From an optimization exercise on the open Yosys and OpenROAD flow, aimed at a short achievable clock period and few clock cycles per item; shortcuts taken in it are not production practice. The RTL was checked by simulation tests, not by an equivalence proof against the original design. No driver is modelled on the clock port, so clocking that relies on it looks cheaper here than on a real chip. Power figures rest on the tool's default switching activity, not on a simulated workload.

job 101:
==> module instr_stream, before the edit <==
module instr_stream
#(
    parameter int    IWIDTH    = instr_stream_pkg::DEF_IWIDTH,
    parameter int    DEPTH     = instr_stream_pkg::DEF_DEPTH,
    parameter int    AW        = instr_stream_pkg::addr_bits(DEPTH),
    parameter int    LW        = instr_stream_pkg::DEF_LW
) (
    input  wire logic              t_clk,
    input  wire logic              t_rst,
    input  wire logic              t_i_req,
    input  wire logic [AW-1:0]     t_i_base,
    input  wire logic [LW-1:0]     t_i_len,
    input  wire logic              t_i_abort,
    input  wire logic              t_i_ready,
    output logic      [IWIDTH-1:0] t_o_instr,
    output logic                   t_o_valid,
    output logic                   t_o_last,
    output logic                   t_o_busy,
    output logic                   t_o_err,
    input  wire logic              t_i_wr_en,
    input  wire logic [AW-1:0]     t_i_wr_addr,
    input  wire logic [IWIDTH-1:0] t_i_wr_data
);
    logic              r_busy;    
    logic              r_idle;    
    logic              r_valid;   
    logic              r_last;    
    logic              r_err;
    logic [LW-1:0]     r_rem;     
    logic [DEPTH-1:0]  r_nxt;     
    logic [IWIDTH-1:0] r_out;
    logic              w_accept;
    logic              w_hit;
    logic              w_take;
    logic              w_busy_d;
    logic [DEPTH-1:0]  w_dec;
    logic [DEPTH-1:0]  w_sel;
    logic [IWIDTH-1:0] w_rd_data;
    always_comb begin
        for (int i = 0; i < DEPTH; i++) begin
            w_dec[i] = (t_i_base == AW'(i));
            w_sel[i] = r_idle ? w_dec[i] :
                       w_take ? r_nxt[i] : r_nxt[(i + 1) % DEPTH];
        end
    end
    assign w_accept = r_idle && t_i_req && (t_i_len != '0);
    assign w_take   = r_valid && t_i_ready;
    assign w_hit    = t_i_wr_en && (t_i_wr_addr == t_i_base);
    instr_mem #(
        .IWIDTH    (IWIDTH),
        .DEPTH     (DEPTH),
        .AW        (AW)
    ) u_mem (
        .t_clk     (t_clk),
        .i_wr_en   (t_i_wr_en && r_idle),
        .i_wr_addr (t_i_wr_addr),
        .i_wr_data (t_i_wr_data),
        .i_rd_sel  (w_sel),
        .o_rd_data (w_rd_data)
    );
    always_ff @(posedge t_clk) begin
        r_out <= w_rd_data;
    end
    always_ff @(posedge t_clk) begin
        if (r_idle || w_take) begin
            r_nxt <= {w_sel[DEPTH-2:0], w_sel[DEPTH-1]};   
            r_rem <= (r_idle ? t_i_len : r_rem) - LW'(1);
        end
    end
    always_comb begin
        if (r_idle)         w_busy_d = w_accept;
        else if (t_i_abort) w_busy_d = 1'b0;
        else                w_busy_d = !(w_take && r_last);
    end
    always_ff @(posedge t_clk or negedge t_rst) begin
        if (!t_rst) begin
            r_busy  <= 1'b0;
            r_valid <= 1'b0;
            r_last  <= 1'b0;
            r_err   <= 1'b0;
        end else begin
            r_busy  <= w_busy_d;
            r_valid <= w_busy_d && !(r_idle && w_hit);
            r_err   <= (r_idle && t_i_req && (t_i_len == '0)) || (!r_idle && t_i_wr_en);
            if (r_idle)      r_last <= (t_i_len == LW'(1));
            else if (w_take) r_last <= (r_rem == LW'(1));
        end
    end
    always_ff @(posedge t_clk) begin
        r_idle <= !(t_rst && w_busy_d);
    end
    assign t_o_instr = r_out;
    assign t_o_valid = r_valid;
    assign t_o_last  = r_last;
    assign t_o_busy  = r_busy;
    assign t_o_err   = r_err;
endmodule
clock: 5.0 ns
lec_check: 0
abc_clock_period_in_ps: 1500
cap_margin: 20
core_margin: 2
core_utilization: 50
place_density: 0.7
setup_slack_margin: 2.5
slew_margin: 20
tns_end_percent: 5
standard.sh (not shown) runs the stock make flow with config.mk's settings and CLKGATE_MAP_FILE= SYNTH_SCRIPT=/design/flow/synth_recipe.tcl, a recipe that flattens the netlist after the stock synthesis.
==> flow/flow/run.sh <==
#!/bin/bash
# Layout flow: the standard synthesis unchanged, then the standard ORFS
# steps with cell sizing not tied to footprints, stronger port buffers, and a
# greedy gate-sizing pass on the worst setup paths after clock tree synthesis.
set -euo pipefail
here=$(pwd)
bash standard.sh synth > synth.log 2>&1
bash standard.sh MATCH_CELL_FOOTPRINT=0 \
    "BUFFER_PORTS_ARGS=-buffer_cell sky130_fd_sc_hd__buf_8" \
    "POST_CTS_TCL=$here/flow/post_cts.tcl" SIZER_ITERS=300 \
    finish > layout.log 2>&1
Other scripts of this flow, unchanged in this note and not shown: flow/flow/post_cts.tcl, flow/flow/sizer.tcl
Testbench counts of job 101, summed over its fixed seeds: cycles 17,657, beats 14,238.
### job 101 -> job 102
diff --git a/flow/design.v b/flow/design.v
--- a/flow/design.v
+++ b/flow/design.v
@@ -75,15 +75,21 @@
     logic              w_take;
     logic              w_busy_d;
     logic [DEPTH-1:0]  w_dec;
     logic [DEPTH-1:0]  w_sel;
     logic [IWIDTH-1:0] w_rd_data;
+    localparam int HB = AW / 2;
+    logic [(1<<HB)-1:0]      w_dec_lo;
+    logic [(1<<(AW-HB))-1:0] w_dec_hi;
     always_comb begin
+        for (int j = 0; j < (1 << HB); j++)
+            w_dec_lo[j] = (t_i_base[HB-1:0] == HB'(j));
+        for (int k = 0; k < (1 << (AW - HB)); k++)
+            w_dec_hi[k] = r_idle && (t_i_base[AW-1:HB] == (AW-HB)'(k));
         for (int i = 0; i < DEPTH; i++) begin
-            w_dec[i] = (t_i_base == AW'(i));
-            w_sel[i] = r_idle ? w_dec[i] :
-                       w_take ? r_nxt[i] : r_nxt[(i + 1) % DEPTH];
+            w_dec[i] = w_dec_hi[i >> HB] && w_dec_lo[i % (1 << HB)];
+            w_sel[i] = w_dec[i] || (w_take ? r_nxt[i] : r_nxt[(i + 1) % DEPTH]);
         end
     end
     assign w_accept = r_idle && t_i_req && (t_i_len != '0);
     assign w_take   = r_valid && t_i_ready;
     assign w_hit    = t_i_wr_en && (t_i_wr_addr == t_i_base);
@@ -101,14 +107,17 @@
     );
     always_ff @(posedge t_clk) begin
         r_out <= w_rd_data;
     end
     always_ff @(posedge t_clk) begin
-        if (r_idle || w_take) begin
-            r_nxt <= {w_sel[DEPTH-2:0], w_sel[DEPTH-1]};   
-            r_rem <= (r_idle ? t_i_len : r_rem) - LW'(1);
-        end
+        if (r_idle || w_take) r_rem <= (r_idle ? t_i_len : r_rem) - LW'(1);
+    end
+    always_ff @(posedge t_clk or negedge t_rst) begin
+        if (!t_rst)         r_nxt <= '0;
+        else if (!w_busy_d) r_nxt <= '0;
+        else if (r_idle)    r_nxt <= {w_dec[DEPTH-2:0], w_dec[DEPTH-1]};
+        else if (w_take)    r_nxt <= {r_nxt[DEPTH-2:0], r_nxt[DEPTH-1]};
     end
     always_comb begin
         if (r_idle)         w_busy_d = w_accept;
         else if (t_i_abort) w_busy_d = 1'b0;
         else                w_busy_d = !(w_take && r_last);
Job 102 ended with every stage complete and zero timing, DRC or antenna violations.
Job 101 went all the way through synthesis, placement and routing and the layout is clean on timing, DRC and antenna.
Lower sequential share of layout area was reported by job 101, not job 102.
Maximum cell stage delay along the critical path was lower in job 102 than in job 101.
[compare] base=job 101 new=job 102: met3 wirelength from detailed routing lost 36%; switching power as a share of total power shrank by 2.8 points; combined area of all synthesized cells -4400 um2.
When the final numbers for job 102 and job 101 were put side by side, the power density relative to cell area turned out to be greater in job 102.
Power went down by a few percent going from job 101 to job 102.
Job 102 vs job 101: global-route wire length before repair down in job 102
Testbench counts of job 102, summed over its fixed seeds: cycles 17,657, beats 14,238.

static timing again, ports no longer ideal:
The flow's constraints put no driver on any port. The routed layouts listed below were extracted and timed again, unchanged, in two steps. Step 1: set_driving_cell puts a clkbuf_16 on t_clk and a buf_2 on each other input, an assumption about the parent block. Step 2 times the ports against the registers' clock, not the clock port: input delays grow and output delays shrink by t, the midpoint of the rising clock arrivals with the driver on. a / b / c = ideal ports / drivers / drivers and shift; a / b = the first two.
| run | shift t [ns] | slack for setup (ns) | worst setup path at the end | slew at the worst register clock pin (ns) | worst slew at a driven data input, ns |
|---|---|---|---|---|---|
| job 101 | 0.952 | 2.005 / 2.005 / 1.110 | input to register | 0.07 / 0.07 | 0.21 |
| job 102 | 0.927 | 1.932 / 1.921 / 0.994 | input to register | 0.07 / 0.07 | 0.21 |
After both steps every run listed still meets setup and hold. For job 102, which loses most, drivers alone change the setup slack by -0.011 ns; drivers and shift together by -0.938 ns.
